What follows belongs to an exercise in optimizing a design on an open flow for small area, a short achievable clock period and few clock cycles per item; a production flow would make more cautious choices.
Function was checked by simulation only, so behaviour that the tests miss may differ from the original.
Power and IR drop assume default switching activity.

===== design/flow/flow/run.sh =====
#!/bin/bash
set -euo pipefail
bash standard.sh SETUP_SLACK_MARGIN=6.4 finish > standard_flow.log 2>&1

===== design/flow/design.v =====
`default_nettype none
package pee_pkg;
	localparam int DEFAULT_STACK_DEPTH = 16;
	localparam int WORD_W = 32;
	localparam int SYM_W = 8;
	localparam logic [SYM_W-1:0] SYM_ZERO  = 8'h30;
	localparam logic [SYM_W-1:0] SYM_NINE  = 8'h39;
	localparam logic [SYM_W-1:0] SYM_PLUS  = 8'h2B;
	localparam logic [SYM_W-1:0] SYM_MINUS = 8'h2D;
	localparam logic [SYM_W-1:0] SYM_TIMES = 8'h2A;
	localparam logic [SYM_W-1:0] SYM_SLASH = 8'h2F;
endpackage
`default_nettype wire
`default_nettype none
module postfix_expression_evaluator #(
	parameter int STACK_DEPTH = pee_pkg::DEFAULT_STACK_DEPTH
) (
	input  wire logic        clk,
	input  wire logic        arst_n,
	input  wire logic        s_axis_tvalid,
	output logic             s_axis_tready,
	input  wire logic [7:0]  s_axis_tdata,    
	input  wire logic        s_axis_tlast,    
	output logic             m_axis_tvalid,
	input  wire logic        m_axis_tready,
	output logic [31:0]      m_axis_tdata,    
	output logic [1:0]       m_axis_tuser     
);
	localparam int MEM_N = STACK_DEPTH - 2;
	localparam int DEPTH_W = $clog2(STACK_DEPTH + 1);
	localparam int IDX_W = $clog2(MEM_N);
	localparam int W = pee_pkg::WORD_W;
	localparam int SYMB = 10;   
	logic h_v, s_v;
	logic [SYMB-1:0] h_q, s_q, in_dec;
	logic push, take;
	logic in_last, in_dig, in_add, in_sub, in_mul, in_div, in_oth, in_as;
	logic [3:0] in_val;
	assign in_dec = {s_axis_tlast,
		(s_axis_tdata >= pee_pkg::SYM_ZERO) && (s_axis_tdata <= pee_pkg::SYM_NINE),
		s_axis_tdata == pee_pkg::SYM_PLUS,
		s_axis_tdata == pee_pkg::SYM_MINUS,
		s_axis_tdata == pee_pkg::SYM_TIMES,
		s_axis_tdata == pee_pkg::SYM_SLASH,
		s_axis_tdata[3:0]};
	assign s_axis_tready = !s_v;
	assign push = s_axis_tvalid && !s_v;
	assign {in_last, in_dig, in_add, in_sub, in_mul, in_div, in_val} = h_q;
	assign in_oth = !(in_dig || in_add || in_sub || in_mul || in_div);
	assign in_as = in_add || in_sub;
	always_ff @(posedge clk or negedge arst_n) begin
		if (!arst_n) begin
			h_v <= 1'b0;
			s_v <= 1'b0;
		end else if (take) begin
			h_v <= s_v || push;
			s_v <= 1'b0;
		end else if (push) begin
			h_v <= 1'b1;
			s_v <= h_v;
		end
	end
	logic [SYMB-1:0] h_nx;
	assign h_nx = take ? (s_v ? s_q : in_dec) : (h_v ? h_q : in_dec);
	always_ff @(posedge clk) begin
		h_q <= h_nx;
		if (push && h_v && !take) begin
			s_q <= in_dec;
		end
	end
	logic st_clear, st_idle, st_pop2, st_mul, st_divb, st_div1, st_div2, st_divf;
	logic [W-1:0] t_q, n_q, w_q;
	logic [W-1:0] mem [MEM_N];
	logic [DEPTH_W-1:0] d_q;
	logic [4:0] cnt_q;
	logic neg_q, cur_last_q, dz_q, ov_q, outp_q;
	logic [W-1:0] popv;
	logic pop_ones;
	logic [DEPTH_W-1:0] d_binop, d_pop;
	logic full, ge2, ge3;
	logic [IDX_W-1:0] rd_idx, wr_idx;
	assign full = (d_q == DEPTH_W'(STACK_DEPTH));
	assign ge2 = (d_q >= DEPTH_W'(2));
	assign ge3 = (d_q >= DEPTH_W'(3));
	assign rd_idx = IDX_W'(d_q - DEPTH_W'(3));
	assign wr_idx = IDX_W'(d_q - DEPTH_W'(2));
	always_comb begin
		popv = {W{pop_ones}};
		for (int i = 0; i < MEM_N; i++) begin
			popv = popv | ({W{rd_idx == IDX_W'(i)}} & mem[i]);
		end
	end
	assign d_binop = ge2 ? (d_q - DEPTH_W'(1)) : DEPTH_W'(1);
	assign d_pop = (d_q != '0) ? (d_q - DEPTH_W'(1)) : '0;
	logic mul_done;
	assign mul_done = (&t_q[W-1:1]) || !(|t_q[W-1:1]);
	logic b_small, a_small, a_zero, div_fast;
	logic [4:0] mb, ma, q5;
	logic [5:0] sdiv6;
	assign b_small = (&n_q[W-1:4]) || !(|n_q[W-1:4]);
	assign a_small = (&t_q[W-1:4]) || !(|t_q[W-1:4]);
	assign a_zero = (t_q == '0);
	assign div_fast = a_zero || b_small;
	assign mb = n_q[4] ? (5'd0 - n_q[4:0]) : n_q[4:0];
	assign ma = t_q[4] ? (5'd0 - t_q[4:0]) : t_q[4:0];
	logic [9:0] sd_key;
	assign sd_key = {mb, ma};
	assign q5[0] = (sd_key == 10'd33)
		| (sd_key == 10'd66)
		| (sd_key == 10'd97)
		| (sd_key == 10'd98)
		| (sd_key == 10'd99)
		| (sd_key == 10'd131)
		| (sd_key == 10'd132)
		| (sd_key == 10'd161)
		| (sd_key == 10'd163)
		| (sd_key == 10'd164)
		| (sd_key == 10'd165)
		| (sd_key == 10'd194)
		| (sd_key == 10'd196)
		| (sd_key == 10'd197)
		| (sd_key == 10'd198)
		| (sd_key == 10'd225)
		| (sd_key == 10'd226)
		| (sd_key == 10'd228)
		| (sd_key == 10'd229)
		| (sd_key == 10'd230)
		| (sd_key == 10'd231)
		| (sd_key == 10'd261)
		| (sd_key == 10'd262)
		| (sd_key == 10'd263)
		| (sd_key == 10'd264)
		| (sd_key == 10'd289)
		| (sd_key == 10'd291)
		| (sd_key == 10'd293)
		| (sd_key == 10'd294)
		| (sd_key == 10'd295)
		| (sd_key == 10'd296)
		| (sd_key == 10'd297)
		| (sd_key == 10'd322)
		| (sd_key == 10'd323)
		| (sd_key == 10'd326)
		| (sd_key == 10'd327)
		| (sd_key == 10'd328)
		| (sd_key == 10'd329)
		| (sd_key == 10'd330)
		| (sd_key == 10'd353)
		| (sd_key == 10'd354)
		| (sd_key == 10'd355)
		| (sd_key == 10'd358)
		| (sd_key == 10'd359)
		| (sd_key == 10'd360)
		| (sd_key == 10'd361)
		| (sd_key == 10'd362)
		| (sd_key == 10'd363)
		| (sd_key == 10'd388)
		| (sd_key == 10'd391)
		| (sd_key == 10'd392)
		| (sd_key == 10'd393)
		| (sd_key == 10'd394)
		| (sd_key == 10'd395)
		| (sd_key == 10'd396)
		| (sd_key == 10'd417)
		| (sd_key == 10'd420)
		| (sd_key == 10'd423)
		| (sd_key == 10'd424)
		| (sd_key == 10'd425)
		| (sd_key == 10'd426)
		| (sd_key == 10'd427)
		| (sd_key == 10'd428)
		| (sd_key == 10'd429)
		| (sd_key == 10'd450)
		| (sd_key == 10'd452)
		| (sd_key == 10'd456)
		| (sd_key == 10'd457)
		| (sd_key == 10'd458)
		| (sd_key == 10'd459)
		| (sd_key == 10'd460)
		| (sd_key == 10'd461)
		| (sd_key == 10'd462)
		| (sd_key == 10'd481)
		| (sd_key == 10'd482)
		| (sd_key == 10'd483)
		| (sd_key == 10'd484)
		| (sd_key == 10'd485)
		| (sd_key == 10'd488)
		| (sd_key == 10'd489)
		| (sd_key == 10'd490)
		| (sd_key == 10'd491)
		| (sd_key == 10'd492)
		| (sd_key == 10'd493)
		| (sd_key == 10'd494)
		| (sd_key == 10'd495)
		| (sd_key == 10'd515)
		| (sd_key == 10'd517)
		| (sd_key == 10'd521)
		| (sd_key == 10'd522)
		| (sd_key == 10'd523)
		| (sd_key == 10'd524)
		| (sd_key == 10'd525)
		| (sd_key == 10'd526)
		| (sd_key == 10'd527)
		| (sd_key == 10'd528);
	assign q5[1] = (sd_key == 10'd65)
		| (sd_key == 10'd97)
		| (sd_key == 10'd130)
		| (sd_key == 10'd162)
		| (sd_key == 10'd193)
		| (sd_key == 10'd194)
		| (sd_key == 10'd195)
		| (sd_key == 10'd225)
		| (sd_key == 10'd226)
		| (sd_key == 10'd227)
		| (sd_key == 10'd259)
		| (sd_key == 10'd260)
		| (sd_key == 10'd291)
		| (sd_key == 10'd292)
		| (sd_key == 10'd321)
		| (sd_key == 10'd323)
		| (sd_key == 10'd324)
		| (sd_key == 10'd325)
		| (sd_key == 10'd353)
		| (sd_key == 10'd355)
		| (sd_key == 10'd356)
		| (sd_key == 10'd357)
		| (sd_key == 10'd386)
		| (sd_key == 10'd388)
		| (sd_key == 10'd389)
		| (sd_key == 10'd390)
		| (sd_key == 10'd418)
		| (sd_key == 10'd420)
		| (sd_key == 10'd421)
		| (sd_key == 10'd422)
		| (sd_key == 10'd449)
		| (sd_key == 10'd450)
		| (sd_key == 10'd452)
		| (sd_key == 10'd453)
		| (sd_key == 10'd454)
		| (sd_key == 10'd455)
		| (sd_key == 10'd481)
		| (sd_key == 10'd482)
		| (sd_key == 10'd484)
		| (sd_key == 10'd485)
		| (sd_key == 10'd486)
		| (sd_key == 10'd487)
		| (sd_key == 10'd517)
		| (sd_key == 10'd518)
		| (sd_key == 10'd519)
		| (sd_key == 10'd520);
	assign q5[2] = (sd_key == 10'd129)
		| (sd_key == 10'd161)
		| (sd_key == 10'd193)
		| (sd_key == 10'd225)
		| (sd_key == 10'd258)
		| (sd_key == 10'd290)
		| (sd_key == 10'd322)
		| (sd_key == 10'd354)
		| (sd_key == 10'd385)
		| (sd_key == 10'd386)
		| (sd_key == 10'd387)
		| (sd_key == 10'd417)
		| (sd_key == 10'd418)
		| (sd_key == 10'd419)
		| (sd_key == 10'd449)
		| (sd_key == 10'd450)
		| (sd_key == 10'd451)
		| (sd_key == 10'd481)
		| (sd_key == 10'd482)
		| (sd_key == 10'd483)
		| (sd_key == 10'd515)
		| (sd_key == 10'd516);
	assign q5[3] = (sd_key == 10'd257)
		| (sd_key == 10'd289)
		| (sd_key == 10'd321)
		| (sd_key == 10'd353)
		| (sd_key == 10'd385)
		| (sd_key == 10'd417)
		| (sd_key == 10'd449)
		| (sd_key == 10'd481)
		| (sd_key == 10'd514);
	assign q5[4] = (sd_key == 10'd513);
	assign sdiv6 = !a_small ? 6'd0 : (n_q[W-1] ^ t_q[W-1]) ? (6'd0 - {1'b0, q5}) : {1'b0, q5};
	logic xs_n, xs_w, ys_t, ys_n, ys_n2, inv;
	logic [W-1:0] x_op, y_op, sum;
	logic cout;
	assign x_op = ({W{xs_n}} & n_q) | ({W{xs_w}} & w_q);
	assign y_op = ({W{ys_t}} & t_q) | ({W{ys_n}} & n_q) | ({W{ys_n2}} & {n_q[W-2:0], 1'b0});
	logic [W-1:0] y_x, pg_p, pg_g;
	logic [W:0] kg [0:6];
	logic [W:0] kp [0:6];
	assign y_x = y_op ^ {W{inv}};
	assign pg_p = x_op ^ y_x;
	assign pg_g = x_op & y_x;
	always_comb begin
		kg[0] = {pg_g, inv};
		kp[0] = {pg_p, 1'b0};
		for (int l = 0; l < 6; l++) begin
			for (int i = 0; i <= W; i++) begin
				if (i >= (1 << l)) begin
					kg[l+1][i] = kg[l][i] | (kp[l][i] & kg[l][i - (1 << l)]);
					kp[l+1][i] = kp[l][i] & kp[l][i - (1 << l)];
				end else begin
					kg[l+1][i] = kg[l][i];
					kp[l+1][i] = kp[l][i];
				end
			end
		end
	end
	assign sum = pg_p ^ kg[6][W-1:0];
	assign cout = kg[6][W];
	logic pend, go, taken, p_dig, g_dig, g_push, g_bin, g_mstep, g_dslow, g_oth;
	logic m_fin, m_step, d_ok, en, fin, last_now, clr;
	assign pend = st_idle && outp_q;
	assign go = st_idle && h_v && !outp_q;
	assign taken = outp_q && m_axis_tready;
	assign p_dig = pend && h_v && in_dig;
	assign take = go || (p_dig && m_axis_tready);
	assign g_dig = go && in_dig;
	assign g_push = g_dig && !full;
	assign g_mstep = go && in_mul && !mul_done;
	assign g_dslow = go && in_div && !div_fast;
	assign g_oth = go && in_oth;
	assign g_bin = go && (in_as || (in_mul && mul_done) || (in_div && div_fast));
	assign m_fin = st_mul && mul_done;
	assign m_step = st_mul && !mul_done;
	assign d_ok = !n_q[W-1] && cout;
	assign clr = st_clear || (pend && !p_dig);
	assign en = !pend || m_axis_tready;
	assign fin = p_dig || g_dig || g_bin || st_pop2 || m_fin || st_divf;
	assign last_now = st_idle ? in_last : cur_last_q;
	logic ts_sum, ts_n, ts_sh, ts_q, ts_sm, ts_hold;
	logic ns_t, ns_pop, ns_l2, ns_l1, ns_r1, ns_hold;
	logic w_en;
	logic [5:0] s6;
	assign ts_sum = (go && (in_as || (in_mul && mul_done))) || g_dslow || m_fin || st_divf;
	assign ts_n = g_oth || st_pop2;
	assign ts_sh = g_mstep || m_step;
	assign ts_q = st_div2;
	assign ts_sm = clr || p_dig || g_push || (go && in_div && div_fast) || st_divb;
	assign ts_hold = !(ts_sum || ts_n || ts_sh || ts_q || ts_sm);
	assign s6 = clr ? 6'h3F : (st_idle && in_dig) ? {2'b00, in_val} : (st_idle && in_div) ? sdiv6 : 6'd0;
	assign ns_t = g_push || st_divb;
	assign ns_pop = clr || p_dig || g_bin || g_oth || st_pop2 || m_fin || st_divf;
		assign ns_l2 = g_mstep || m_step;
	assign ns_l1 = st_div1 && !n_q[W-1];
	assign ns_r1 = st_div2;
	assign ns_hold = !(ns_t || ns_pop || ns_l2 || ns_l1 || ns_r1);
	assign pop_ones = !ge3 || clr || p_dig;
	assign w_en = g_mstep || m_step || st_divb || st_div2;
	logic nst_idle, nst_pop2, nst_mul, nst_divb, nst_div1, nst_div2, nst_divf;
	assign nst_idle = st_clear || (st_idle && !(g_mstep || g_dslow || g_oth)) || st_pop2 || m_fin || st_divf;
	assign nst_pop2 = g_oth;
	assign nst_mul = g_mstep || m_step;
	assign nst_divb = g_dslow;
	assign nst_div1 = st_divb || (st_div1 && d_ok);
	assign nst_div2 = (st_div1 && !d_ok) || (st_div2 && (cnt_q != 5'd0));
	assign nst_divf = st_div2 && (cnt_q == 5'd0);
	logic [W-1:0] t_oth, t_nx, n_nx;
	assign t_oth = ({W{ts_n}} & n_q)
		| ({W{ts_sh}} & {{2{t_q[W-1]}}, t_q[W-1:2]})
		| ({W{ts_q}} & {t_q[W-2:0], cout})
		| ({W{ts_sm && en}} & {{(W-6){s6[5]}}, s6})
		| ({W{ts_hold || !en}} & t_q);
	assign t_nx = ts_sum ? sum : t_oth;
	assign n_nx = ({W{ns_t}} & t_q)
		| ({W{ns_pop && en}} & popv)
		| ({W{ns_l2}} & {n_q[W-3:0], 2'b00})
		| ({W{ns_l1}} & {n_q[W-2:0], 1'b0})
		| ({W{ns_r1}} & {1'b0, n_q[W-1:1]})
		| ({W{ns_hold || !en}} & n_q);
	logic nh_add, nh_sub, nh_mul, nh_div, nh_as;
	assign {nh_add, nh_sub, nh_mul, nh_div} = h_nx[7:4];
	assign nh_as = nh_add || nh_sub;
	always_ff @(posedge clk) begin
		xs_n <= nst_idle && nh_as;
		xs_w <= nst_mul || nst_div1 || nst_div2;
		ys_t <= (nst_idle && (nh_as || nh_div)) || nst_divf;
		ys_n <= (nst_idle && nh_mul && t_nx[0]) || (nst_mul && (t_q[2] ^ t_q[1])) || nst_divb || nst_div2;
		ys_n2 <= (nst_idle && nh_mul && t_nx[1] && !t_nx[0])
			|| (nst_mul && ((t_q[3] && !t_q[2] && !t_q[1]) || (!t_q[3] && t_q[2] && t_q[1])))
			|| nst_div1;
		inv <= (nst_idle && (nh_sub || (nh_mul && t_nx[1]) || (nh_div && t_nx[W-1])))
			|| (nst_mul && t_q[3] && !(t_q[2] && t_q[1]))
			|| (nst_divb && n_q[W-1]) || nst_div1 || (nst_div2 && (st_div1 || cout)) || (nst_divf && neg_q);
	end
	logic [DEPTH_W-1:0] d_d;
	always_comb begin
		d_d = d_q;
		if (clr) begin
			d_d = '0;
		end else if (p_dig) begin
			d_d = DEPTH_W'(1);
		end else if (g_push) begin
			d_d = d_q + DEPTH_W'(1);
		end else if (g_bin || m_fin || st_divf) begin
			d_d = d_binop;
		end else if (g_oth || st_pop2) begin
			d_d = d_pop;
		end
	end
	always_ff @(posedge clk or negedge arst_n) begin
		if (!arst_n) begin
			st_clear <= 1'b1;
			st_idle <= 1'b0;
			st_pop2 <= 1'b0;
			st_mul <= 1'b0;
			st_divb <= 1'b0;
			st_div1 <= 1'b0;
			st_div2 <= 1'b0;
			st_divf <= 1'b0;
			d_q <= '0;
			dz_q <= 1'b0;
			ov_q <= 1'b0;
			outp_q <= 1'b0;
		end else begin
			st_clear <= 1'b0;
			st_idle <= nst_idle;
			st_pop2 <= nst_pop2;
			st_mul <= nst_mul;
			st_divb <= nst_divb;
			st_div1 <= nst_div1;
			st_div2 <= nst_div2;
			st_divf <= nst_divf;
			if (en) begin
				d_q <= d_d;
			end
			if (st_clear || taken) begin
				dz_q <= 1'b0;
				ov_q <= 1'b0;
			end else begin
				dz_q <= dz_q || (go && in_div && a_zero);
				ov_q <= ov_q || (g_dig && full);
			end
			if (fin && last_now && en) begin
				outp_q <= 1'b1;
			end else if (m_axis_tready) begin
				outp_q <= 1'b0;
			end
		end
	end
	always_ff @(posedge clk) begin
		t_q <= t_nx;
		n_q <= n_nx;
		if (w_en) begin
			w_q <= sum;
		end
		if (st_divb) begin
			cnt_q <= '0;
		end else if (st_div1 && !n_q[W-1]) begin
			cnt_q <= cnt_q + 5'd1;
		end else if (st_div2) begin
			cnt_q <= cnt_q - 5'd1;
		end
		if (g_dslow) begin
			neg_q <= t_q[W-1] ^ n_q[W-1];
		end
		if (take) begin
			cur_last_q <= in_last;
		end
		if (g_push && ge2) begin
			mem[wr_idx] <= n_q;
		end
	end
	assign m_axis_tvalid = outp_q;
	assign m_axis_tdata = t_q;
	assign m_axis_tuser = {ov_q, dz_q};
endmodule
`default_nettype wire

===== design/flow/config.mk =====
export PLATFORM = sky130hd
export DESIGN_NAME = postfix_expression_evaluator
export DESIGN_NICKNAME = postfix_expression_evaluator
export VERILOG_FILES = /design/flow/design.v
export SDC_FILE = /design/flow/constraint.sdc
export NUM_CORES = 4
export LEC_CHECK = 0
export ABC_CLOCK_PERIOD_IN_PS = 3000
export CAP_MARGIN = 35
export CORE_MARGIN = 2
export CORE_UTILIZATION = 62
export CTS_BUF_LIST = sky130_fd_sc_hd__clkbuf_8
export CTS_CLUSTER_DIAMETER = 50
export CTS_CLUSTER_SIZE = 16
export PLACE_DENSITY = 0.72
export SLEW_MARGIN = 35

===== design/flow/constraint.sdc =====
create_clock -name core_clock -period 10.0 [get_ports {clk}]
set_input_delay 2.0000 -clock core_clock [delete_from_list [all_inputs] [get_ports {clk}]]
set_output_delay 2.0000 -clock core_clock [all_outputs]
set_load 0.01 [all_outputs]

===== design/flow/standard.sh =====
#!/bin/bash
# synth_recipe.tcl (not shown) runs the flow's synth.tcl, then flattens the netlist and writes it again
# the make line also repeats each setting of config.mk as NAME=value (left out here)
make -C /OpenROAD-flow-scripts/flow DESIGN_CONFIG=/design/flow/config.mk WORK_HOME=/design/flow/orfs CLKGATE_MAP_FILE= SYNTH_SCRIPT=/design/flow/synth_recipe.tcl "${@:-finish}"

==> notes.md, run 1 <==
Route
After the first detailed-routing iteration, the DRC count stood at 3601. The routed wire length on met2 is 37700 um. The number of search-and-repair iterations in the first detailed-routing pass is 17. The total detailed-routing wirelength is 79900 um. The total length of routed met3 wires is 9390 um. The average detailed-routed wire length per instance is 28.2 um. The detailed router put a total of 30300 um of wire on met1.

In the routed design, unresolved DRC markers number 0. After detailed routing, no signal wire sits above met4. The detail route stage leaves a number of antenna-violating nets equal to 0. Dividing the detail-routed via count by the number of cells gives 7.21. The routed layout has 20400 vias.

Placed design
The instance area after placement is 28400 sq um. The worst slack after detailed placement is 5280 ps. Routability-driven placement finished with a final weighted congestion of 0.955.

Detailed placement finished with a half-perimeter wire length of 45200 um. The quantity of I/O buffers inserted on ports is 48.

Timing
The actual transition at the worst max-transition pin is 838 ps. On the final layout, the worst clock skew is 43.5 ps. The hold violation total from the final report is 0.

The worst path uses 35.8% of the clock period. Setup repair after global routing could not meet its margin everywhere. Based on the critical path, the design can be clocked at up to 279 MHz. Summed over all failing endpoints, the final setup total negative slack is 0 ps.

The final number of setup-violating endpoints is 0. Setup slack closes at 6420 ps. The max-slew violation total from the final report is 0. The smallest clock period supported by the final layout is computed as 3580 ps. Measured against its own limit, the worst slew margin works out to 44.1%.

Global route
For this run the aggregate overflow at the end of global routing stands at 0. The first global-routing pass estimated 120000 um of wire. The number of global-route vias before repair is 19600. The total routing usage reported by global routing is 34.2%. The initial antenna violation count is 1. Entering global routing, the biggest net connects 72 pins.

Power
The sequential group share of total power is 53.2%. The worst supply voltage drop on vdd is 0.175 mV. Power spread over the standard cell area amounts to 206 nW/um^2. Of the total power, the clock network draws 21.8%. The internal power of the cells totals 3.99 mW. The net switching power is 2.23 mW. Power comes to 6.23 mW. Net switching is 35.9% of the power. Combinational logic burns 24.9% of the power.

The standby leakage power is 10.2 nW.

Final layout
Compared with the post-synthesis result, the final layout area differs by 10.3%. After filler insertion, the fill cell instance count of the layout stands at 3177. Once layout is complete, the utilization of the core stands at 68.8%.

At the end of the flow, the number of nets in the layout was 2276. After routing the design area is 30200 sq um. The proportion of layout cells with a drive suffix above 1 is 14.6%.

Logic synthesis
After synthesis, the share of flip-flops with an asynchronous set or reset is 3.03%. Yosys mapped the design onto 99 distinct sky130hd cell types. The area share of the largest cell type after synthesis is 54.6%.

For this run, the number of Yosys warnings is 3. The average footprint of a synthesized cell is 12.4 sq um. The most common cell in the netlist is edfxtp_1. The post-synthesis sequential element count is 595. Counting flops with a built-in enable in the synthesized netlist gives 498. The part of the Yosys area used for sequential elements is 62.0%. The number of nets in the synthesized netlist is 2279. Of all cell types, the one taking the most synthesized area is edfxtp_1. Ranked by instance count, the synthesized netlist is headed by edfxtp_1 (498), nand2_1 (215), nor2_1 (145). In the post-synthesis netlist, the biggest area contributors are edfxtp_1 (55%), dfxtp_1 (5.8%), a222oi_1 (4.5%). Synthesis produced 2215 cells. The synthesized netlist occupies a cell area of 27400 sq um. The most used flip-flop cell after synthesis is edfxtp_1.

Critical path
Along the worst path, the maximum fanout reaches 8. Among cell families on the critical path, the largest total delay comes from compound AO/OA/AOI/OAI gates. The startpoint identified for the worst register-to-register timing path is n_q[0]. The category of the worst setup path capture point is a flop.

The first element of the critical path is n_q[0]. The slowest library cell on the worst path is o31a_1. The maximum cell stage delay along the critical path is 350 ps. STA puts the critical path data arrival time at 4140 ps. The worst setup path is launched from a flop. The required time at the worst-slack endpoint is 10560 ps. The logic depth of the worst path, buffers included is 15. The worst setup path category is reg2reg. The minimum setup slack among reg-to-reg paths is 6420 ps. The number of cells traversed by the worst register-to-register path is 15.

The worst setup path endpoint is inv. Traced cell by cell, the critical path runs through inv_1 > ha_2 > and2b_1 > xnor2_4 > buf_4 > o2111a_1 > a211o_1 > o31a_1 > nor2_1 > ha_1 > nor2_1 > a2111oi_2 > o21ai_2 > o2111ai_1 > a211o_1. The number of buffer and inverter instances along the worst setup path is 2.

The endpoint identified for the worst register-to-register timing path is inv.

Clocking
The number of clock buffers added by TritonCTS is 50. The clock tree root buffer cell is clkbuf_8. In this run the number of H-tree levels came out at 2. The tree built by TritonCTS fans out to 595 sinks. The clock passes through at most 3 buffers. In this run, post-CTS hold repair placed 0 buffers.

The clock slew at the register clock pins of the worst setup and hold paths is 100 ps. The CTS tree is yes. At the later pin of the worst-skew pair, clock insertion delay measures 700 ps.

Floorplan
The width of the die is 214 um. The die is 214 um tall. The number of primary I/O pins is 49. The core outline area is 43900 sq um. For this configuration, the core starts out at a cell density of 62.4%. The floorplan step defined a die boundary enclosing 45900 sq um. The floorplan has 77 rows.

Run
The count of max-cap constraint violations is 0.

Outcome
The flow ran to the end and the layout has no timing, DRC or antenna violations.

Hold path
In this run the worst hold path is classified as reg2reg.
power groups by stage:
stage          combinational [mW]  clock (mW)  sequential, mW
2_1_floorplan                1.01           0            3.14
3_3_place_gp                 1.41           0            3.33
3_5_place_dp                 1.44           0            3.35
4_1_cts                      1.48        1.37            3.29
5_1_grt                      1.65        1.45            3.34
6_report                     1.55        1.36            3.32
what timing repair did:
item	4_1_cts	5_1_grt
setup endpoints to repair	155	91
setup buffers	22	11
pin swaps	19	27
gates resized for setup	169	70
cloned	1	0
flip-flops by register name, summed over array words and instances (netlist names), 5 cells and up:
register  cells
mem         448
n_q          32
t_q          32
w_q          32
h_q          10
s_q          10
cnt_q         5
d_q           5
cells in the final DEF, fill, tap and decap left out, types with 7 or more instances in the layout:
cell	Yosys	layout
xor2_1	15	14
xnor2_1	60	58
buf_4	12	77
o21ai_0	42	35
dlygate4sd2_1	0	35
a222oi_1	124	124
o21ai_1	5	10
clkbuf_8	0	50
a31oi_1	34	31
nor3_1	26	19
a22o_1	70	70
a21o_1	21	21
dfxtp_4	0	40
a221oi_1	36	34
nand3_1	59	59
edfxtp_1	498	498
nand2b_1	22	20
clkdlybuf4s50_1	0	10
a22oi_1	100	100
dfxtp_1	79	24
o211ai_1	7	7
o21bai_1	10	10
nand2_1	215	213
a21oi_1	55	49
inv_1	31	36
nor4_1	26	23
nor2_4	0	13
nor2_1	145	128
dfxtp_2	0	15
ha_1	50	44
dfrtp_1	17	13
o2111ai_1	31	31
and3_1	11	10
a211oi_1	16	10
nand4_1	58	58
and2_1	17	15
or3_1	10	10
final cells by class:
type | count | area, sq um | area share (%)
repair buffers | 136 | 1200 | 3.98
well taps | 592 | 741 | 2.45
diodes | 1 | 2.50 | 0.00828
flip-flops and latches | 595 | 17200 | 56.8
inverters | 31 | 116 | 0.385
clock buffers | 50 | 688 | 2.28
clock inverters | 27 | 260 | 0.861
multi-input cells | 1398 | 10100 | 33.3
through the flow:
step                hold slack [ps]  cells
finish                          461   2830
global route                    474   2829
CTS                             468   2818
detailed placement              448   2718
global placement                444   2718
floorplan                       426   2215
how the worst min path moves through the flow:
| stage | start | to | cells after the start |
|---|---|---|---|
| after floorplan | h_q[9] | cur_last_q | 0 |
| after global placement | h_q[9] | cur_last_q | 0 |
| after detailed placement | h_q[9] | cur_last_q | 0 |
| after CTS | h_q[9] | cur_last_q | 0 |
| after global routing | h_q[9] | cur_last_q | 0 |
| final | h_q[9] | cur_last_q | 0 |
per-layer routing:
metal | GRT usage [%] | vias up
met4 | 10.7 | 0
met5 | 0 | -
met3 | 5.90 | 201
li1 | - | 8836
met1 | 47.4 | 9968
met2 | 55.7 | 1412
cell families (layout without fill, tap and decap cells):
logic type / count (synthesis) / after routing / synth area share, %
flops: 595 / 595 / 62.0
xor+xnor: 77 / 77 / 2.52
simple gates: 635 / 635 / 11.2
other cells: 1 / 2 / 0.0137
buf+inv: 222 / 244 / 3.41
fa+ha+maj: 51 / 51 / 2.36
compound gates: 624 / 624 / 18.1
mux: 10 / 10 / 0.416
Testbench counts, summed over its fixed seeds: cycles 20,352, items 1,920.
==> inputs of run 2 (changes only) <==
==> design/flow/flow/run.sh (replaced) <==
#!/bin/bash
set -euo pipefail
bash standard.sh SETUP_SLACK_MARGIN=6 finish > standard_flow.log 2>&1
==> notes.md, run 2 <==
Outcome
The flow ran to the end and the layout has no timing, DRC or antenna violations.

Final layout
The filler cells instantiated in the layout total 3213. Ranked by flip-flop count, first place goes to mem. The most common library cell in the layout ignoring fill and taps is edfxtp_1.

In the layout the commonest cells are edfxtp_1 (498), nand2_1 (215), nor2_1 (131). The number of flip-flops under the largest register name is 448. The final non-filler cell area is 29700 sq um.

The proportion of layout cells with a drive suffix above 1 is 10.2%. The net total in the final layout is 2254. The area growth from synthesis to layout is 8.29%.

Route
In the routed design, unresolved DRC markers number 0. The first TritonRoute pass finished after 10 iterations. The detailed router's first-iteration violation count is 3025. Using the TritonRoute via totals, the vias-per-cell ratio works out to 7.19. Dividing the detail-routed wire length by the instance count gives 27.8 um. The total number of vias is 20200. The count of antenna-violating nets left after detailed routing is 0.

The final layout contains routed wiring with a total length of 78400 um.

Placed design
Buffers placed on the I/O ports in this run total 48. The worst slack after detailed placement is 5230 ps. The total half-perimeter wirelength after legalization and detailed placement is 44300 um. Routability-driven placement finished with a final weighted congestion of 0.943. The instance area after placement is 28400 sq um.

Critical path
On the worst path, the slowest cell contributes a delay of 620 ps. The capture point of the worst reg-to-reg path is inv. The critical path's top delay family is buffers and inverters. Together, buffers and inverters on the worst path number 1. For the worst flop-to-flop path, the logic depth is 15. For the worst setup path, the data arrival time is 1930 ps.

STA classifies the critical path startpoint as a flop. In this run the critical register-to-register path is launched from t_q[4]. Of all nets on the critical path, the largest fanout is 8. STA classifies the critical path endpoint as an output pin.

The logic depth of the worst path, buffers included is 1. The worst setup path category is reg2out. The required time at the worst-slack endpoint is 8000 ps. The critical path ends at m_axis_tdata[19].

The slowest stage of the critical path belongs to the cell clkdlybuf4s50_1. The first element of the critical path is t_q[19]. Walking the worst path, the cells encountered are clkdlybuf4s50_1. The minimum setup slack among reg-to-reg paths is 6140 ps.

Global route
Global routing used 33.5% of the available tracks across all layers. Global routing finished with a remaining overflow of 0. The first global-routing pass estimated 117000 um of wire. The initial antenna violation count is 0.

The maximum number of pins on one net before global-route repair is 72. The number of global-route vias before repair is 19500.

Timing
In the finished design, the share of the clock period the worst path needs comes to 39.3%. Setup violations remaining at the end of the flow were counted as 0. The worst path needs 3930 ps of the cycle, external delays included. The actual transition at the worst max-transition pin is 973 ps.

Setup total negative slack on the finished layout was measured at 0 ps. The maximum achievable frequency is 255 MHz. On the final layout, the worst clock skew is 52.1 ps. The max-slew violation total from the final report is 0. Setup repair after global routing could not meet its margin everywhere. Measured against its own limit, the worst slew margin works out to 35.1%. The hold violation total from the final report is 0. Across all setup checks in the final design, the least slack found is 6070 ps.

Clocking
The number of buffers inserted by hold repair at cts is 0. The number of buffers inserted during clock tree synthesis is 49. The clock insertion delay at the later pin of the skew report is 710 ps. The clock slew at the register clock pins of the worst setup and hold paths is 100 ps. The CTS tree is yes. The clock net in this run drives a total of 595 sinks.

The tree is rooted in a clkbuf_8. The clock tree synthesis step divided the H-tree into 2 levels. In this run the deepest clock path goes through 3 buffers.

Floorplan
The floorplan step defined a core boundary enclosing 43900 sq um. The effective utilization at floorplan is 62.4%. From left edge to right edge, the die measures 214 um. The height of the die is 214 um.

The die area is 45900 sq um. 49 I/O pins were placed. The number of placement rows is 77.

Logic synthesis
The share of cell area taken by muxes after synthesis is 0.416%. For this run, the number of Yosys warnings is 3. For this run, the leading register cell type out of synthesis is edfxtp_1. The average instance in the mapped netlist occupies 12.4 sq um. In this run, synthesis produced a sequential element count of 595. The most common cell in the netlist is edfxtp_1. The share of the synthesized area in compound gates (AO/OA/AOI/OAI) is 18.1%. Yosys attributes the largest share of cell area to edfxtp_1 (55%), dfxtp_1 (5.8%), a222oi_1 (4.5%). Summing the areas of all and, or, nand and nor instances in the mapped netlist gives 11.2% of the synthesized area. The fraction of registers with async set or reset after synthesis is 3.03%. In this run, distinct cell masters in the synthesized netlist total 99. The synthesized netlist net count is 2279.

Yosys mapped a number of flops with a built-in enable equal to 498. The post-synth design cell area is 27400 sq um. Synthesis produced 2215 cells. The commonest cells after synthesis are edfxtp_1 (498), nand2_1 (215), nor2_1 (145). The part of the Yosys area used for sequential elements is 62.0%. Of the total synthesized cell area, the portion taken by XOR and XNOR cells is 2.52%.

The largest family of logic cells by synthesized area is compound AO/OA/AOI/OAI gates. edfxtp_1 takes more of the synthesized area than any other cell. Summed over its instances, the top area cell type makes up 54.6% of the synthesized netlist area. The adder-cell share of the synthesized area is 2.36%.

Hold path
The worst hold path belongs to the class reg2reg.

Power
In this run the power density over the cells is 210 nW/um^2. The worst supply voltage drop on vdd is 0.163 mV. The standby leakage power is 10.0 nW.

Run
The count of max-cap constraint violations is 0.
-- run 2: layout make-up --
class	instances	area, sq um	area share, %
Antenna cell	1	2.50	0.00844
Clock buffer	50	688	2.32
Multi-Input combinational cell	1398	9820	33.1
Timing Repair Buffer	115	993	3.35
Inverter	31	116	0.392
Sequential cell	595	17000	57.4
Tap cell	592	741	2.50
Clock inverter	32	288	0.970
-- run 2: worst min-delay path by stage --
stage	startpoint	endpoint	slack (ps)	depth (start not counted)
2_1_floorplan	h_q[9]	cur_last_q	430	0
3_3_place_gp	h_q[9]	cur_last_q	450	0
3_5_place_dp	h_q[9]	cur_last_q	450	0
4_1_cts	h_q[9]	cur_last_q	470	0
5_1_grt	h_q[9]	cur_last_q	490	0
6_report	h_q[9]	cur_last_q	480	0
-- run 2: layer usage --
metal	part of all wire, %	global-route usage, %
met1	39	46.8
met2	47	53.7
met3	11	4.78
met4	3.7	13.3
met5	0	0
-- run 2: through the flow --
step / instances / util, % / hold slack, ps / total power, mW
after floorplan: 2215 / - / 426 / 4.14
after global placement: 2723 / 64.6 / 445 / 4.75
after detailed placement: 2723 / 64.6 / 452 / 4.78
after CTS: 2805 / 67.0 / 475 / 6.15
after global routing: 2813 / 67.5 / 489 / 6.46
final: 2814 / 67.5 / 477 / 6.24
-- run 2: logic make-up after synthesis --
group,after synthesis
buffers and inverters,222
adders and majority gates,51
and+or+nand+nor,635
DFF,595
muxes,10
AOI/OAI and AO/OA,624
xor gates and xnor gates,77
other,1
-- run 2: report_power, final --
part / total (mW) / leakage (nW) / switching (mW) / internal (mW)
Sequential: 3.26 / 5.39 / 0.312 / 2.95
Combinational: 1.58 / 4.07 / 1.07 / 0.516
Clock: 1.40 / 0.546 / 0.830 / 0.566
-- run 2: what timing repair did --
item                       in CTS  in global routing
setup endpoints to repair      41                 39
pin swaps                       0                  6
setup buffers                   0                  8
resized for setup              25                 32
==> inputs of run 3 (changes only) <==
--- a/design/flow/config.mk
+++ b/design/flow/config.mk
@@ -8,9 +8,9 @@
 export ABC_CLOCK_PERIOD_IN_PS = 3000
 export CAP_MARGIN = 35
 export CORE_MARGIN = 2
-export CORE_UTILIZATION = 62
+export CORE_UTILIZATION = 68
 export CTS_BUF_LIST = sky130_fd_sc_hd__clkbuf_8
 export CTS_CLUSTER_DIAMETER = 50
 export CTS_CLUSTER_SIZE = 16
-export PLACE_DENSITY = 0.72
+export PLACE_DENSITY = 0.8
 export SLEW_MARGIN = 35
==> notes.md, run 3 <==
Hold path
Counting instances, the worst hold path has a depth of 0. In this run the worst hold path is classified as reg2reg. The path with the worst hold slack has its endpoint at cur_last_q. The worst hold path begins at h_q[9].

Clocking
At the later pin of the worst-skew pair, clock insertion delay measures 700 ps. The number of buffers inserted during clock tree synthesis is 50. In this run the deepest clock path goes through 3 buffers. For this design, the sink count on the clock tree is 595. In this run the number of H-tree levels came out at 2. CTS placed an instance of clkbuf_8 at the clock tree root. TritonCTS built the clock tree. The clock slew at the register clock pins of the worst setup and hold paths is 100 ps. The number of buffers inserted by hold repair at cts is 0.

Critical path
The capture point of the worst reg-to-reg path is inv. The worst setup path is of the reg2out kind. The number of cells traversed by the worst register-to-register path is 11.

The category of the worst setup path capture point is an output pin. The startpoint of the lowest-slack register-to-register path is t_q[18]. The number of buffer and inverter instances along the worst setup path is 1. The required time at the worst-slack endpoint is 8000 ps.

The worst path arrival time is 1930 ps. Traced cell by cell, the critical path runs through clkdlybuf4s50_1. For this run, the slowest stage of the critical path takes 650 ps. In this run the worst path has a maximum fanout of 8.

The worst register-to-register path has a setup slack of 6080 ps. The critical path's top delay family is buffers and inverters. The kind of start point of the critical path is a flop. The slowest library cell on the worst path is clkdlybuf4s50_1.

Global route
The number of global-route vias before repair is 19700. The maximum number of pins on one net before global-route repair is 72. The first-pass GRT wire length is 118000 um.

The total routing usage reported by global routing is 37.6%. After global routing the overflow that remains totals 0. The initial antenna violation count is 0.

Timing
The headroom to the max-slew limit is 38.7%. Across the routed clock network, the largest skew measured is 45.1 ps. The clock period could shrink to 3930 ps.

Setup violations remaining at the end of the flow were counted as 0. The final clock period utilization by the worst path is 39.3%. At the pin with the least slew margin, the transition time is 918 ps.

The hold violation total from the final report is 0. The max-slew violation total from the final report is 0. The maximum achievable frequency is 255 MHz. For the final routed database, the setup TNS stands at 0 ps. Setup repair after global routing could not meet its margin everywhere.

Route
The detailed router's first-iteration violation count is 3514. The final routed DRC violation total is 0. The mean number of vias per cell is 7.54. The total number of vias is 20700.

Dividing the detail-routed wire length by the instance count gives 28.3 um. The number of search-and-repair iterations in the first detailed-routing pass is 13. Summed over all layers, the routed wires come to 77600 um. The count of antenna-violating nets left after detailed routing is 0.

Final layout
For this run, the post-layout net count is 2253. The number of filler cells placed in the layout is 2559. The most common library cell in the layout ignoring fill and taps is edfxtp_1. The area growth from synthesis to layout is 7.66%. The register with the most flip-flops in the layout has 448 of them. The register bank with the most flops is mem. The antenna cell count is 0. The footprint of the multi-input gates is 9790 sq um. Once layout is complete, the utilization of the core stands at 74.2%. The proportion of layout cells with a drive suffix above 1 is 10.1%. In the layout the commonest cells are edfxtp_1 (498), nand2_1 (215), nor2_1 (132). Registers take 17000 sq um.

Logic synthesis
The share of synthesized area in the top cell type comes to 54.6%. The synthesized netlist net count is 2279. After synthesis, the largest family of logic cells by area is compound AO/OA/AOI/OAI gates.

Of the total synthesized cell area, the portion taken by AND, OR, NAND and NOR gates is 11.2%. The part of the Yosys area used for sequential elements is 62.0%. The count of unique library cells instantiated by Yosys is 99. The post-synthesis sequential element count is 595. Summing the areas of all compound-gate instances in the mapped netlist gives 18.1% of the synthesized area. The commonest cells after synthesis are edfxtp_1 (498), nand2_1 (215), nor2_1 (145). Each instance of the synthesized netlist takes up on average 12.4 sq um. Synthesis produced 2215 cells. Yosys attributes the largest share of cell area to edfxtp_1 (55%), dfxtp_1 (5.8%), a222oi_1 (4.5%). In the synthesized netlist the dominant register cell turns out to be edfxtp_1. Of all flip-flops after synthesis, the portion carrying an async set or reset was 3.03%. The adder-cell share of the synthesized area is 2.36%. The number of enable flip-flop cells after synthesis is 498. The count of synthesis-stage warnings from yosys is 3. The post-synthesis xor/xnor area fraction is 2.52%.

Summing every instance area after synthesis gives 27400 sq um. The portion of synthesized area spent on multiplexers is 0.416%. Yosys instantiated no cell more often than edfxtp_1.

The cell type with the highest aggregate area in the netlist is edfxtp_1.

Run
Across the run, the number of max-cap violations was 0.

Floorplan
The effective utilization at floorplan is 68.9%. The die area is 41900 sq um. The width of the die is 205 um.

After floorplanning, the core was sized to cover 39700 sq um. The number of primary I/O pins is 49. The floorplan has 73 rows.

The height of the die is 205 um.

Placed design
The congestion estimate from routability-driven global placement came to 0.942. The count of buffers added on input and output ports is 48. The total half-perimeter wirelength after legalization and detailed placement is 45200 um.

Outcome
The flow ran to the end and the layout has no timing, DRC or antenna violations.

Power
Total power for the finished layout comes to 6.18 mW. For this design the ratio of total power to cell area is 210 nW/um^2. The analysis attributes to cell leakage a power of 9.95 nW.

The worst supply voltage drop on vdd is 0.140 mV.
## run 3: changes by cell type in the layout (fill, tap and decap cells not counted), sizes merged
cell	change
inv	-9
clkinv	+8
bufinv	-3
buf	-2
clkbuf	+1
clkinvlp	-1
diode	-1
## run 3: kinds of logic (layout without fill, tap and decap cells)
family,count (synthesis),in the layout
AND/OR/NAND/NOR,635,635
XOR/XNOR,77,77
adder cells (fa/ha/maj),51,51
multiplexers,10,10
flip-flops,595,595
other,1,1
AO/OA/AOI/OAI,624,624
buffers and inverters,222,222
## run 3: stage by stage
step	setup slack [ps]	hold WS, ps	area, sq um	cells
2_1_floorplan	6330	426	27400	2215
3_3_place_gp	5450	444	28300	2653
3_5_place_dp	5290	448	28300	2653
4_1_cts	5980	471	29300	2731
5_1_grt	5940	493	29500	2740
6_report	6070	464	29500	2740
## run 3: area by class of cell
cell class | count | area share (%)
clock buffers | 51 | 2.38
clock inverters | 27 | 0.764
inverters | 31 | 0.395
multi-input cells | 1398 | 33.2
flip-flops and latches | 595 | 57.7
well taps | 525 | 2.23
repair buffers | 113 | 3.32
## run 3: layer usage
layer | global-route usage [%] | routed length (um) | up-vias
li1 | - | - | 8777
met5 | 0 | 0 | -
met2 | 60.5 | 35900 | 1680
met4 | 14.3 | 3250 | 0
met1 | 51.4 | 27800 | 9934
met3 | 7.11 | 10600 | 278
## run 3: how the worst max path moves through the flow
| stage | slack (ps) | end | cells past startpoint | startpoint |
|---|---|---|---|---|
| floorplan | 6330 | inv | 15 | n_q[2] |
| global placement | 5450 | t_q[10] | 9 | m_axis_tready |
| detailed placement | 5290 | t_q[17] | 9 | m_axis_tready |
| CTS | 5980 | t_q[17] | 13 | n_q[0] |
| global route | 5940 | inv | 16 | n_q[0] |
| finish | 6070 | m_axis_tdata[19] | 1 | t_q[19] |
## run 3: power by group
group / switching [mW] / internal (mW)
combinational: 1.04 / 0.517
clock: 0.833 / 0.501
sequential: 0.338 / 2.95
total: 2.21 / 3.97
## run 3: timing repair
item,in CTS,in global routing
pin swaps,0,6
endpoints found under the setup margin,45,46
endpoints found under the hold margin,0,0
setup buffers,0,9
gates resized for setup,21,30
==> inputs of run 4 (changes only) <==
==> design/flow/flow/run.sh (replaced) <==
#!/bin/bash
set -euo pipefail
bash standard.sh SETUP_SLACK_MARGIN=6.8 finish > standard_flow.log 2>&1
--- a/design/flow/config.mk
+++ b/design/flow/config.mk
@@ -8,9 +8,9 @@
 export ABC_CLOCK_PERIOD_IN_PS = 3000
 export CAP_MARGIN = 35
 export CORE_MARGIN = 2
-export CORE_UTILIZATION = 68
+export CORE_UTILIZATION = 62
 export CTS_BUF_LIST = sky130_fd_sc_hd__clkbuf_8
 export CTS_CLUSTER_DIAMETER = 50
 export CTS_CLUSTER_SIZE = 16
-export PLACE_DENSITY = 0.8
+export PLACE_DENSITY = 0.72
 export SLEW_MARGIN = 35
==> notes.md, run 4 <==
Outcome
The run finished with no timing, DRC or antenna violations.

Critical path
In this run the critical register-to-register path is launched from ys_n. STA puts the critical path data arrival time at 4390 ps. The maximum fanout count along the critical path is 6.

The worst setup path category is reg2reg. STA classifies the critical path startpoint as a flop. The first element of the critical path is ys_n. STA puts the critical path data required time at 10630 ps. The worst setup path is captured at a flop.

Final layout
The number of flip-flops under the largest register name is 448. The top cell types in the final layout, fill and taps aside, are edfxtp_1 (498), nand2_1 (210), buf_4 (160). Ranked by flip-flop count, first place goes to mem. The count of placed standard cells in the final layout, fillers left out is 2955. The antenna cell count is 0. In the final design database the tool counted 2396 nets.

The post-route netlist has 25.6% of its cells at a drive strength greater than 1. The most common library cell in the layout ignoring fill and taps is edfxtp_1. The area growth from synthesis to layout is 17.7%.

The number of filler cells placed in the layout is 2911.

Logic synthesis
The synthesized design contains 595 register bits. The share of the synthesized area in compound gates (AO/OA/AOI/OAI) is 18.1%. Of the post-synthesis cell area, the part taken by muxes is 0.416%.

The part of the Yosys area used for sequential elements is 62.0%. The gate count of the mapped netlist is 2215. The synthesized netlist net count is 2279. After synthesis the cells add up to 27400 sq um.

The largest family of logic cells by synthesized area is compound AO/OA/AOI/OAI gates. The number of enable flip-flop cells after synthesis is 498. The adder-cell share of the synthesized area is 2.36%.

The most common cell in the netlist is edfxtp_1. In this run the mean area of a mapped cell was 12.4 sq um. The fraction of registers with async set or reset after synthesis is 3.03%. In the synthesized netlist, the cells that appear most often are edfxtp_1 (498), nand2_1 (215), nor2_1 (145). The count of unique library cells instantiated by Yosys is 99. The area share of the largest cell type after synthesis is 54.6%. The cell type with the highest aggregate area in the netlist is edfxtp_1. Ranked by total cell area, the synthesized netlist is headed by edfxtp_1 (55%), dfxtp_1 (5.8%), a222oi_1 (4.5%).

The area fraction in and, or, nand and nor cells after synthesis is 11.2%. The count of synthesis-stage warnings from yosys is 3. Summing the areas of all xor and xnor instances in the mapped netlist gives 2.52% of the synthesized area. In the synthesized netlist the dominant register cell turns out to be edfxtp_1.

Floorplan
The number of placement rows is 77. The die is 214 um tall. The effective utilization at floorplan is 62.4%. The die covers 45900 sq um.

Pin placement for this block handled 49 I/O pins. The width of the die is 214 um. The core outline area is 43900 sq um.

Clocking
The clock passes through at most 3 buffers. The CTS tree is yes. The clock slew at the register clock pins of the worst setup and hold paths is 100 ps. The clock insertion delay at the later pin of the skew report is 710 ps. The H-tree was split into 2 levels. TritonCTS created 53 clock buffers.

CTS saw 595 sinks. CTS placed an instance of clkbuf_8 at the clock tree root.

Route
The count of nets left with antenna violations once routing finished came out at 0. The number of search-and-repair iterations in the first detailed-routing pass is 9. After detailed routing, the number of vias per cell comes to 7.25. The total detailed-routing wirelength is 85600 um.

The final routed DRC violation total is 0. For this block, the initial DRC count from the detailed router was 3751. The average detailed-routed wire length per instance is 29.0 um. The total number of vias is 21400.

Timing
Dividing the final minimum period by the clock period gives 37.6%. The largest clock skew in the final design is 44.8 ps. Once routing completed, OpenROAD measured the worst setup slack at 6240 ps. The final critical-path required period is 3760 ps.

The final number of setup-violating endpoints is 0. At the pin with the least slew margin, the transition time is 1060 ps. The headroom to the max-slew limit is 29.1%.

Setup repair after global routing could not meet its margin everywhere. The hold violation total from the final report is 0. The setup total negative slack is 0 ps. The max-slew violation total from the final report is 0. Static timing analysis puts the maximum clock frequency at 266 MHz.

Power
The analysis attributes to net switching a power of 2.40 mW. In this run the power density over the cells is 204 nW/um^2. The clock network power share is 21.9%. For this design the static power due to leakage is 11.1 nW. The share of total power dissipated in combinational logic is 27.1%.

The sequential group share of total power is 51.0%. The switching power as a share of total power is 36.6%. The worst supply voltage drop on vdd is 0.152 mV. The internal portion of the total power is 4.16 mW.

Placed design
The quantity of I/O buffers inserted on ports is 48. At the end of routability-driven placement, the weighted congestion stood at 0.967. The total instance count after detailed placement is 2713. The total half-perimeter wirelength after legalization and detailed placement is 45500 um. Before CTS, the worst setup slack after placement is 5340 ps.

Global route
The first global-routing pass estimated 125000 um of wire. Entering global routing, the biggest net connects 73 pins. The initial antenna violation count is 0. The number of global-route vias before repair is 20300.

For this run, the total global-route usage over all layers was measured as 35.8%. After global routing the overflow that remains totals 0.

Run
The tool flagged a number of max-cap violations equal to 0.

Hold path
The class of the tightest hold or removal check is reg2reg. The startpoint of the most critical hold path is h_q[9].
==> run 4: cell count changes in the layout (fill, tap and decap cells not counted), sizes merged, moves of 3 or more <==
cell	delta
and2	+3
buf	+166
clkbuf	+5
clkdlybuf4s50	-40
clkinv	+3
clkinvlp	+5
dlymetal6s2s	+4
inv	-3
==> run 4: worst paths after layout <==
path / to / slack (ps) / depth (start not counted)
max: inv / 6240 / 14
min: cur_last_q / 460 / 0
max reg2reg: inv / 6240 / 14
min reg2reg: cur_last_q / 460 / 0
max in group asynchronous: st_clear / 7800 / 2
min in group asynchronous: h_v / 1650 / 1
==> run 4: kinds of logic (layout without fill, tap and decap cells) <==
logic type	count (synthesis)	count (layout)
DFF	595	595
buffers and inverters	222	365
adders and majority gates	51	51
other	1	1
xor gates and xnor gates	77	77
AOI/OAI and AO/OA	624	625
muxes	10	10
and+or+nand+nor	635	639
==> run 4: power groups by stage <==
stage / combinational, mW / sequential (mW) / clock (mW)
after detailed placement: 1.38 / 3.41 / 0
after global placement: 1.36 / 3.39 / 0
final: 1.78 / 3.35 / 1.44
after CTS: 1.62 / 3.32 / 1.44
after floorplan: 1.03 / 3.14 / 0
after global routing: 1.88 / 3.37 / 1.53
==> run 4: critical path, cell delays in order, from the launching register on <==
cell and delay [ps]:
dfxtp_4 370, buf_12 150, a222oi_1 480, xnor2_1 170, ha_1 340, a21o_1 210
a211o_1 300, o22ai_4 260, a21oi_4 120, o221ai_4 250, o22ai_4 120, and4_1 160
or3_4 410, a41oi_4 220, a211o_1 150
==> run 4: final cells by class <==
type | instances | area [sq um] | share of cell area, %
Tap cell | 592 | 741 | 2.30
Clock buffer | 53 | 729 | 2.26
Timing Repair Buffer | 248 | 2320 | 7.20
Clock inverter | 33 | 295 | 0.916
Inverter | 31 | 120 | 0.373
Sequential cell | 595 | 17200 | 53.4
Multi-Input combinational cell | 1403 | 10800 | 33.6
==> run 4: what timing repair did <==
item	CTS	global route
buffers inserted	103	44
resized for setup	391	154
setup endpoints to repair	316	205
hold buffers	0	0
cloned	3	6
pin swaps	35	93
==> run 4: per-layer routing <==
layer	vias to the layer above	GRT usage [%]	wire length, um
met2	1543	58.5	40300
met3	267	6.85	9760
met1	10500	49.4	32100
met5	-	0	0
met4	0	10.6	3410
li1	9088	-	-
==> run 4: metrics by stage <==
stage | util [%] | total power [mW] | cell area (sq um) | hold WS, ps
floorplan | - | 4.17 | 27600 | 426
global placement | 64.8 | 4.75 | 28400 | 445
detailed placement | 64.8 | 4.79 | 28500 | 444
CTS | 70.8 | 6.38 | 31100 | 468
global route | 73.4 | 6.78 | 32200 | 488
finish | 73.4 | 6.56 | 32200 | 464
==> inputs of run 5 (changes only) <==
==> design/flow/flow/run.sh (replaced) <==
#!/bin/bash
set -euo pipefail
bash standard.sh SETUP_SLACK_MARGIN=6.6 finish > standard_flow.log 2>&1
==> notes.md, run 5 <==
Critical path
The worst setup path category is reg2reg. The slowest library cell on the worst path is ha_2. The number of buffer and inverter instances along the worst setup path is 3.

Counting cells, the worst reg-to-reg path comes to 16. The startpoint of the lowest-slack register-to-register path is ys_n. The required time at the worst-slack endpoint is 10580 ps. The worst path arrival time is 4160 ps.

In this run the worst path has a maximum fanout of 16. The worst setup path is launched from a flop. The maximum cell stage delay along the critical path is 420 ps. The setup check on the worst reg-to-reg path leaves a slack of 6420 ps. The category of the worst setup path capture point is a flop. Walking the worst path, the cells encountered are bufbuf_16 > a222oi_1 > xnor2_1 > ha_2 > nor3_1 > a211oi_2 > nand2_1 > a21oi_4 > o221ai_4 > buf_4 > buf_6 > o21ai_2 > nand2b_1 > nand2_2 > xor2_2 > o22a_1. The capture point of the worst reg-to-reg path is t_q[27]. The critical path's top delay family is compound AO/OA/AOI/OAI gates.

Logic synthesis
The average footprint of a synthesized cell is 12.4 sq um. The post-synthesis sequential element count is 595. By area the synthesized netlist is led by edfxtp_1 (55%), dfxtp_1 (5.8%), a222oi_1 (4.5%).

The most common cell in the netlist is edfxtp_1. The cell type with the highest aggregate area in the netlist is edfxtp_1. The area share of the largest cell type after synthesis is 54.6%. The synthesized netlist net count is 2279. The most instantiated flip-flop cell in the synthesis netlist is edfxtp_1. The gate count of the mapped netlist is 2215.

Counting instances in the post-synthesis netlist gives the leading cell types as edfxtp_1 (498), nand2_1 (215), nor2_1 (145). The number of enable flip-flop cells after synthesis is 498. Sequential cells were found to cover 62.0% of the synthesized design area.

The fraction of registers with async set or reset after synthesis is 3.03%. The Yosys step of the flow raised 3 warnings. The post-synth design cell area is 27400 sq um. The count of unique library cells instantiated by Yosys is 99.

Timing
The final critical-path required period is 3580 ps. The max-slew violation total from the final report is 0. The setup total negative slack is 0 ps.

The maximum achievable frequency is 279 MHz. Setup repair after global routing could not meet its margin everywhere. The hold violation total from the final report is 0. The final clock period utilization by the worst path is 35.8%. At the pin with the least slew margin, the transition time is 957 ps.

Across the routed clock network, the largest skew measured is 37.8 ps. Measured against its own limit, the worst slew margin works out to 35.7%. The final number of setup-violating endpoints is 0.

Clocking
The clock slew at the register clock pins of the worst setup and hold paths is 100 ps. TritonCTS built the clock tree. The deepest clock path buffer count is 3. The clock insertion delay at the later pin of the skew report is 720 ps. The clock tree root buffer cell is clkbuf_8. Buffers inserted during clock tree synthesis total 50. The number of clock sinks is 595. The clock tree synthesis step divided the H-tree into 2 levels.

Final layout
More flip-flops sit in one register than any other, and that register is mem. The proportion of layout cells with a drive suffix above 1 is 20.5%. The most common library cell in the layout ignoring fill and taps is edfxtp_1. In the layout the commonest cells are edfxtp_1 (498), nand2_1 (212), buf_4 (153). The count of placed standard cells in the final layout, fillers left out is 2924. The area growth from synthesis to layout is 14.3%.

The register with the most flip-flops in the layout has 448 of them. In the final design database the tool counted 2366 nets. The repair_antennas step left the layout with diodes totalling 0.

Floorplan
Once the floorplan was initialized, standard cells occupied 62.4% of the core. The number of primary I/O pins is 49. The width of the die is 214 um. In this run the vertical extent of the chip is 214 um. The die area is 45900 sq um. The core outline area is 43900 sq um. The number of placement rows is 77.

Route
After detailed routing, the total wire length is 82900 um. The number of search-and-repair iterations in the first detailed-routing pass is 10. The total number of vias is 21100.

For this run, design rule violations remaining after detail routing come to 0. The detailed router's first-iteration violation count is 3368. The mean number of vias per cell is 7.22. The count of antenna-violating nets left after detailed routing is 0. Dividing the detail-routed wire length by the instance count gives 28.4 um.

Global route
The initial antenna violation count is 3. The first global-routing pass estimated 123000 um of wire. Entering global routing, the biggest net connects 72 pins. The number of global-route vias before repair is 20300.

The total congestion overflow after global routing is 0. Across every metal layer, demand over resource in global routing totals 35.1%.

Placed design
At the end of routability-driven placement, the weighted congestion stood at 0.912. In this run the tool buffered the top-level ports with 48 buffer cells. The total half-perimeter wirelength after legalization and detailed placement is 44300 um.

In this run, placement finished with an instance count of 2716.

Hold path
The worst min-delay path endpoint is cur_last_q. The startpoint of the most critical hold path is h_q[9]. The worst hold path depth is 0. The class of the tightest hold or removal check is reg2reg.

Power
The standby leakage power is 10.7 nW. The power per standard cell area is 206 nW/um^2. The worst-case IR drop observed on VDD is 0.161 mV.

Run
Across the run, the number of max-cap violations was 0.

Outcome
The flow ran to the end and the layout has no timing, DRC or antenna violations.
## run 5: what timing repair did
item	CTS	global route
pin swaps	44	63
endpoints found under the setup margin	176	145
hold endpoints to repair	0	0
hold buffers	0	0
resized for setup	237	99
buffers inserted	77	43
cloned	3	3
## run 5: kinds of logic (layout without fill, tap and decap cells)
kind of cell | count (synthesis) | count (layout) | synth area share, %
compound gates | 624 | 624 | 18.1
xor+xnor | 77 | 77 | 2.52
fa+ha+maj | 51 | 51 | 2.36
buf+inv | 222 | 337 | 3.41
flops | 595 | 595 | 62.0
mux | 10 | 10 | 0.416
other cells | 1 | 1 | 0.0137
simple gates | 635 | 637 | 11.2
## run 5: worst max path at each step
stage	from	to	slack, ps	depth (start not counted)
final	ys_n	t_q[27]	6420	16
after global routing	ys_n	xs_w	6300	14
after CTS	t_q[2]	inv	6510	17
after detailed placement	n_q[1]	t_q[17]	5410	11
after global placement	n_q[1]	t_q[11]	5490	11
after floorplan	n_q[2]	inv	6570	15
## run 5: area by class of cell
cell class | instances | area [sq um]
Multi-Input combinational cell | 1400 | 10300
Tap cell | 592 | 741
Sequential cell | 595 | 17200
Clock inverter | 32 | 297
Clock buffer | 50 | 688
Fill cell | 3019 | 12600
Timing Repair Buffer | 224 | 1950
Inverter | 31 | 120
## run 5: through the flow
stage	power, mW	area, sq um	setup slack [ps]	utilization, %	hold WS, ps
final	6.44	31300	6420	71.3	472
after global routing	6.66	31300	6300	71.3	487
after CTS	6.22	30600	6510	69.6	482
after detailed placement	4.76	28400	5410	64.7	461
after global placement	4.73	28400	5490	64.7	453
after floorplan	4.15	27500	6570	-	426
## run 5: metal layers
layer,vias to the layer above,GRT usage (%),part of all wire [%]
met5,-,0,0.037
met4,6,14.2,4.5
met3,292,6.30,12
met2,1547,56.2,47
met1,10300,47.9,37
li1,9017,-,-
## run 5: power by group
part	total [mW]	leakage (nW)	switching (mW)	internal [mW]
registers	3.33	5.39	0.369	2.96
clock network	1.40	0.548	0.853	0.550
logic	1.71	4.79	1.10	0.607
total	6.44	10.7	2.32	4.12
==> inputs of run 6 (changes only) <==
==> design/flow/flow/run.sh (replaced) <==
#!/bin/bash
set -euo pipefail
bash standard.sh SETUP_SLACK_MARGIN=6.3 finish > standard_flow.log 2>&1
==> notes.md, run 6 <==
Outcome
The run finished with no timing, DRC or antenna violations.

Route
In the routed layout, each cell is associated on average with a via count of 7.23. The detailed router's first-iteration violation count is 3273. For this block, the routed nets add up to 79700 um of wire. The average detailed-routed wire length per instance is 28.0 um.

The number of search-and-repair iterations in the first detailed-routing pass is 9. Once detail routing completed, the nets flagged for antenna violations numbered 0. The final routed DRC violation total is 0. The total number of vias is 20600.

Final layout
The proportion of layout cells with a drive suffix above 1 is 14.8%. The most common library cell in the layout ignoring fill and taps is edfxtp_1. Compared with the post-synthesis result, the final layout area differs by 11.1%.

Leaving out fill and tap cells, the most frequent cells in the layout are edfxtp_1 (498), nand2_1 (213), nor2_1 (130). Summing all multi-input logic gate instances after layout gives 10100 sq um. The net total in the final layout is 2289. Cells fill 69.3% of the core in the end. The register with the most flip-flops in the layout has 448 of them.

The area used by sequential logic in the layout is 17200 sq um. The number of filler cells placed in the layout is 3130. The antenna cell count is 0. The register bank with the most flops is mem.

Placed design
The total half-perimeter wirelength after legalization and detailed placement is 44300 um. The global placement routability congestion is 0.943. The quantity of I/O buffers inserted on ports is 48.

Timing
The actual transition at the worst max-transition pin is 892 ps. The max-slew violation total from the final report was 0. The final number of setup-violating endpoints is 0. The setup total negative slack is 0 ps. Static timing analysis puts the maximum clock frequency at 271 MHz. The worst path uses 36.8% of the clock period. The final critical-path required period is 3680 ps. The hold violation total from the final report was 0.

Setup repair after global routing could not meet its margin everywhere. In this run the tightest slew margin relative to its limit is 40.5%. The largest clock skew in the final design is 46.4 ps. The hold slack is 478 ps.

Power
Of the total power, combinational logic draws 26.4%. The internal portion of the total power is 4.09 mW. The switching power as a share of total power is 35.4%. Of the total power, registers draw 51.6%. The standby leakage power is 10.3 nW. The overall power consumption is 6.33 mW.

Dividing total power by cell area gives a power density of 208 nW/um^2. The worst supply voltage drop on vdd is 0.165 mV. The clock network burns 22.0% of the power. The net switching power is 2.24 mW.

Global route
After global routing the overflow that remains totals 0. The initial antenna violation count came to 0. Entering global routing, the biggest net connects 72 pins. The total routing usage reported by global routing is 33.9%. The first-pass GRT wire length is 118000 um. The number of global-route vias before repair is 19700.

Critical path
In this design, the stage delay of the slowest critical-path cell is 560 ps. The critical path is of the reg2out type. Counting both buffers and inverters, the worst setup path holds a total of 1. Walking the worst path, the cells encountered are clkdlybuf4s50_1. The logic depth of the worst path, buffers included is 1. Data on the critical path is required at its endpoint by 8000 ps. Among cell families on the critical path, the largest total delay comes from buffers and inverters.

The worst setup path is captured at an output pin. The worst path arrival time is 1680 ps. For this design, the slowest cell found on the critical path is clkdlybuf4s50_1. The maximum fanout count along the critical path is 8. The kind of start point of the critical path is a flop.

For the worst flop-to-flop path, the logic depth is 16.

Logic synthesis
Of all cell types, the one taking the most synthesized area is edfxtp_1. The number of nets handed over by synthesis was 2279. After synthesis the netlist holds a flip-flop and latch count of 595.

The post-synth design cell area is 27400 sq um. The most instantiated flip-flop cell in the synthesis netlist is edfxtp_1. Counting flops with an async set or reset pin after synthesis yields a share of 3.03%. The count of synthesis-stage warnings from yosys is 3. The gate count of the mapped netlist is 2215. The count of unique library cells instantiated by Yosys is 99. The most common cell in the netlist is edfxtp_1. The average footprint of a synthesized cell is 12.4 sq um. The number of enable flip-flop cells after synthesis is 498. In this run the biggest area consumer among cell types represents 54.6% of the synthesized area. By area the synthesized netlist is led by edfxtp_1 (55%), dfxtp_1 (5.8%), a222oi_1 (4.5%). After synthesis, the most frequently instantiated cells are edfxtp_1 (498), nand2_1 (215), nor2_1 (145). Of the synthesized area, sequential elements account for 62.0%.

Floorplan
The die is 214 um wide. Once the floorplan was initialized, standard cells occupied 62.4% of the core. The core outline area is 43900 sq um.

In this run the core area contains 77 standard-cell rows. 49 I/O pins were placed. The height of the die is 214 um.

The die covers 45900 sq um.

Clocking
TritonCTS built the clock tree. The deepest clock path buffer count is 3. Clock-pin slew was measured on the worst setup and hold paths at 90 ps. The clock tree root buffer cell is clkbuf_8.

The number of buffers inserted during clock tree synthesis is 49. The later pin in the worst-skew pair is clocked with a latency of 710 ps. CTS built an H-tree with a depth of 2. For this design, the CTS-stage hold fixing added 0 buffers. CTS saw 595 sinks.

Hold path
Along the worst hold path, the cell count comes to 0. The class of the tightest hold or removal check is reg2reg.

Run
Max-cap violations in this run came to 0.
==> run 6: cell counts after synthesis <==
No cell type changed its count.
==> run 6: logic make-up (layout without fill, tap and decap cells) <==
| group | Yosys count | in the layout | synth area share [%] |
|---|---|---|---|
| mux | 10 | 10 | 0.416 |
| compound gates | 624 | 624 | 18.1 |
| fa+ha+maj | 51 | 51 | 2.36 |
| xor+xnor | 77 | 77 | 2.52 |
| buf+inv | 222 | 262 | 3.41 |
| flops | 595 | 595 | 62.0 |
| simple gates | 635 | 636 | 11.2 |
| other cells | 1 | 1 | 0.0137 |
==> run 6: final timing paths <==
check	endpoint	startpoint	slack, ps
worst max-delay path	m_axis_tdata[15]	t_q[15]	6320
worst max register to register	inv	t_q[1]	6380
worst min-delay path	cur_last_q	h_q[9]	480
min in group asynchronous	s_v	arst_n	1260
max in group asynchronous	st_div2	arst_n	8400
worst min register to register	cur_last_q	h_q[9]	480
==> run 6: power groups by stage <==
stage / Sequential (mW) / Clock, mW / Combinational (mW)
after detailed placement: 3.30 / 0 / 1.49
final: 3.27 / 1.40 / 1.67
after global routing: 3.28 / 1.49 / 1.77
after floorplan: 3.14 / 0 / 1.00
after CTS: 3.24 / 1.40 / 1.55
after global placement: 3.28 / 0 / 1.47
==> run 6: repair_timing <==
item                       CTS  global route
gates resized for setup    122            83
hold endpoints to repair     0             0
pin swaps                    6            34
gates cloned                 0             3
setup endpoints to repair  162            63
setup buffers               14            26
==> run 6: cell type report <==
cell class / instances / share of cell area (%)
timing repair buffer: 149 / 4.44
sequential: 595 / 56.4
clock buffer: 50 / 2.26
inverter: 31 / 0.407
clock inverter: 32 / 0.945
multi-input combinational: 1399 / 33.1
tap: 592 / 2.43
==> run 6: metrics by stage <==
step	worst slack (ps)	cell area (sq um)	instances
4_1_cts	6300	29800	2819
3_3_place_gp	5340	28400	2723
2_1_floorplan	6330	27400	2215
5_1_grt	6250	30400	2848
3_5_place_dp	5230	28400	2723
6_report	6320	30400	2848
==> run 6: per-layer routing <==
layer  up-vias  routed length [um]  global-route usage (%)
met4         0                2860                    13.5
met5         -                   0                       0
met1     10100               30900                    47.1
met2      1406               37400                    54.5
met3       216                8530                    4.96
li1       8848                   -                       -

-- separate check: timing with driven ports --
How much do the figures lean on ideal ports? The routed layouts below were timed once more, with nothing changed but the port constraints.
Step 1 (the two cells are an assumption about what drives the block):
set clk [get_ports {clk}]
set_driving_cell -lib_cell sky130_fd_sc_hd__clkbuf_16 $clk
set_driving_cell -lib_cell sky130_fd_sc_hd__buf_2 [delete_from_list [all_inputs] $clk]
Step 2 times the ports against the registers' clock, not the clock port: input delays grow and output delays shrink by t, the midpoint of the rising clock arrivals with the driver on.
Three values: ideal ports, drivers, drivers and shift; two values: the first two.
run | t, ns | setup slack, ns | slew at the worst register clock pin (ns)
run 1 | 0.732 | 6.421 / 6.409 / 5.764 | 0.10 / 0.10
run 2 | 0.734 | 6.073 / 6.019 / 5.612 | 0.10 / 0.10
run 3 | 0.734 | 6.072 / 6.015 / 5.522 | 0.10 / 0.10
run 4 | 0.740 | 6.244 / 6.244 / 5.861 | 0.11 / 0.11
run 5 | 0.754 | 6.418 / 6.418 / 5.835 | 0.10 / 0.10
run 6 | 0.736 | 6.317 / 6.262 / 5.643 | 0.10 / 0.10
After both steps setup and hold are still met in every run listed. For run 6, which loses most, drivers alone change the setup slack by -0.055 ns; drivers and shift together by -0.674 ns.
